Source: an optimization exercise on an open RTL-to-GDS flow (aim: small area, a short achievable clock period and few clock cycles per item). Production flows keep margins and buffers that such runs may drop.
Function was checked by simulation only, so behaviour that the tests miss may differ from the original.
Power figures rest on the tool's default switching activity, not on a simulated workload.

## v55
==> flow/design.v (excerpt) <==
module point_in_polygon_crossing_unit #(
  parameter int unsigned CoordBits = pipcu_pkg::COORD_BITS_DEFAULT
) (
  input  logic                        clk_i,
  input  logic                        rst_ni,
  input  logic                        push,
  output logic                        full,
  input  logic signed [CoordBits-1:0] point_x_i,
  input  logic signed [CoordBits-1:0] point_y_i,
  input  logic signed [CoordBits-1:0] start_x_i,
  input  logic signed [CoordBits-1:0] start_y_i,
  input  logic signed [CoordBits-1:0] end_x_i,
  input  logic signed [CoordBits-1:0] end_y_i,
  input  logic                        last_edge_i,
  output logic                        empty,
  input  logic                        pop,
  output logic                        inside_res_o
);
For scale: ~2200 cells after synthesis, roughly 200 I/O pins, roughly 0.018 mm² of cells after synthesis.
Settings: LEC_CHECK=0, CAP_MARGIN=20, CORE_MARGIN=2, CORE_UTILIZATION=40, SLEW_MARGIN=20; clock period 10.0 ns.
run.sh (not shown) runs the stock make flow with config.mk's settings and CLKGATE_MAP_FILE= SYNTH_SCRIPT=/design/flow/synth_recipe.tcl, a recipe that flattens the netlist after the stock synthesis.
Testbench counts of v55, summed over its fixed seeds: cycles 23,339, items 16,856.
Modified inputs, v26 compared to v55
- SETUP_SLACK_MARGIN newly set to 5
==> flow/flow/run.sh (new file) <==
#!/bin/bash
# The standard layout (standard synthesis, constraint.sdc and clock period unchanged), with
# the port buffers that global placement inserts made of the smallest plain buffer.
set -euo pipefail
bash standard.sh "BUFFER_PORTS_ARGS=-buffer_cell $(cat flow/port_buffer.txt)" finish > standard_flow.log 2>&1
==> flow/flow/port_buffer.txt (new file) <==
sky130_fd_sc_hd__buf_1
==> flow/standard.sh (new file) <==
#!/bin/bash
# synth_recipe.tcl (not shown) runs the flow's synth.tcl, then flattens the netlist and writes it again
# the make line also repeats each setting of config.mk as NAME=value (left out here)
make -C /OpenROAD-flow-scripts/flow DESIGN_CONFIG=/design/flow/config.mk WORK_HOME=/design/flow/orfs CLKGATE_MAP_FILE= SYNTH_SCRIPT=/design/flow/synth_recipe.tcl "${@:-finish}"
removed: flow/run.sh
Findings:
Both conditions hold for v26: the flow ran to the end and the final layout passed the timing, design-rule and antenna checks. The worst-skew pair later-pin latency on v55 is in line with that on v26. v26: setup slack is 1.12 ns higher than what v55 reported. Aggregate routed wire length, v55 and v26: smaller value in v26. Final cell area: v26 below v55. v26 -> v55: critical path depth delta 0, exact match. [compare] base=v55 new=v26: count of antenna-violating nets left after detailed routing shows no meaningful change, combinational power share now sits lower, count of clock-buffer cells in the layout lost 1.
The inputs of v9 differ from those of v26 as listed below.
- removing SETUP_SLACK_MARGIN (formerly 5)
==> flow/flow/run.sh <==
#!/bin/bash
set -euo pipefail
MARGIN=$(cat flow/margin.txt)
bash standard.sh SETUP_SLACK_MARGIN=$MARGIN finish > standard_flow.log 2>&1
==> flow/flow/margin.txt (new file) <==
6.5
removed: flow/flow/port_buffer.txt
Results
- v9 against v26: critical path depth now larger; buffer count from post-CTS setup fixing shows an increase of 181; synthesized-area fraction occupied by and/or/nand/nor cells level.
- Changes observed in v9 relative to v26: clock period minus final worst setup slack -0.40 ns; global-route usage +3.0 points; first-pass GRT wire length +about 14%; final-layout clock buffer total +2.
- Number of combinational gates with multiple inputs across v9 and v26: no real change.
- When v9 is measured against v26, its maximum frequency turns out about 9% higher.
Edits applied to the flow inputs when going from v9 to v46:
- SETUP_SLACK_MARGIN now 5, previously not set
==> flow/run.sh (new file) <==
#!/bin/bash
# synth_recipe.tcl (not shown) runs the flow's synth.tcl, then flattens the netlist and writes it again
# the make line also repeats each setting of config.mk as NAME=value (left out here)
make -C /OpenROAD-flow-scripts/flow DESIGN_CONFIG=/design/flow/config.mk WORK_HOME=/design/flow/orfs CLKGATE_MAP_FILE= SYNTH_SCRIPT=/design/flow/synth_recipe.tcl finish
removed: flow/flow/run.sh
removed: flow/flow/margin.txt
removed: flow/standard.sh
Results
The maximum clock frequency of v46 is lower than that of v9. Area growth from synthesis to final layout delta for v46 relative to v9: 30 points lower. The clock share of power in v46 sits 0.8 points above the value recorded for v9. v46 ended with more first-iteration DRC count than v9. Every run in the comparison, v9 and v46, completed the flow with a clean layout. Looking at via count of the first global-routing pass, v46 sits below v9. Re design area: v9 was higher than v46. Compare v9 and v46 | worst setup slack higher: v9. Delay contributed by the slowest stage of the critical path came out lower on v46 than on v9. Summary of v46 over v9: sequential group share of total power rose 2.6 points; global-route track usage on met2 fell 7.2 points; number of H-tree levels about even.


Another version of the RTL of point_in_polygon_crossing_unit (not shown whole).
Size: about 2100 cells after synthesis, about 200 I/O pins.
==> flow/config.mk <==
export PLATFORM = sky130hd
export DESIGN_NAME = point_in_polygon_crossing_unit
export DESIGN_NICKNAME = point_in_polygon_crossing_unit
export VERILOG_FILES = /design/flow/design.v
export SDC_FILE = /design/flow/constraint.sdc
export NUM_CORES = 4
export LEC_CHECK = 0
export CAP_MARGIN = 20
export CORE_MARGIN = 2
export CORE_UTILIZATION = 40
export CTS_BUF_LIST = sky130_fd_sc_hd__clkbuf_8
export SLEW_MARGIN = 20
==> flow/constraint.sdc <==
create_clock -name core_clock -period 10.0 [get_ports {clk_i}]
set_input_delay 2.0000 -clock core_clock [delete_from_list [all_inputs] [get_ports {clk_i}]]
set_output_delay 2.0000 -clock core_clock [all_outputs]
set_load 0.01 [all_outputs]
standard.sh (not shown) runs the stock make flow with config.mk's settings and CLKGATE_MAP_FILE= SYNTH_SCRIPT=/design/flow/synth_recipe.tcl, a recipe that flattens the netlist after the stock synthesis.
==> flow/flow/run.sh <==
#!/bin/bash
# The standard layout (standard synthesis, constraint.sdc and clock period unchanged), with
# the port buffers that global placement inserts made of the smallest plain buffer, and timing
# repair aiming at the setup margin in margin.txt.
set -euo pipefail
bash standard.sh "BUFFER_PORTS_ARGS=-buffer_cell $(cat flow/port_buffer.txt)" \
  "SETUP_SLACK_MARGIN=$(cat flow/margin.txt)" finish > standard_flow.log 2>&1
==> flow/flow/margin.txt <==
5.6
==> flow/flow/port_buffer.txt <==
sky130_fd_sc_hd__buf_1
The baseline passed the timing, design-rule and antenna checks.
Testbench counts at the start, summed over its fixed seeds: cycles 23,339, items 16,856.
Rerun with:
==> flow/flow/margin.txt (replaced) <==
5.8
Result: First-iteration DRC count rises by 1.6%. Worst hold slack improved by 0.0083 ns. Synthesized area stays the same. Register-to-register slack improved by 0.10 ns. Cell area rises by 3.3%. Final cell count rises by 0.51%. Critical path depth is unchanged. Clock power rises by 5.0%.

afterwards: timing with drivers on the ports:
Ports are ideal in the flow. The routed layouts listed here were re-timed in OpenROAD.
Step 1: set_driving_cell puts a clkbuf_16 on clk_i and a buf_2 on each other input, an assumption about the parent block.
Step 2 times the ports against the registers' clock, not the clock port: input delays grow and output delays shrink by t, the midpoint of the rising clock arrivals with the driver on.
a / b / c = ideal ports / drivers / drivers and shift; a / b = the first two.
| run | t, ns | setup WS [ns] | worst setup path at the end | latest minus earliest clock arrival (ns) | worst data-port slew with drivers (ns) |
|---|---|---|---|---|---|
| v55 | 0.481 | 3.885 / 3.831 / 3.956 | input to register | 0.013 / 0.013 | 0.05 |
| v26 | 0.485 | 5.003 / 4.954 / 4.678 | input to register | 0.014 / 0.013 | 0.04 |
| v9 | 0.494 | 5.407 / 5.350 / 5.055 | input to register | 0.018 / 0.018 | 0.07 |
| v46 | 0.478 | 5.050 / 5.080 / 4.602 | input to register | 0.013 / 0.014 | 0.04 |
| the first run of note 2 | 0.536 | 5.612 / 5.607 / 5.072 | input to register | 0.014 / 0.015 | 0.05 |
| the second run of note 2 | 0.556 | 5.714 / 5.714 / 5.158 | input to register | 0.016 / 0.017 | 0.05 |
After both steps setup and hold are still met in every run listed. For the second run of note 2, which loses most, drivers alone change the setup slack by 0.000 ns; drivers and shift together by -0.556 ns.
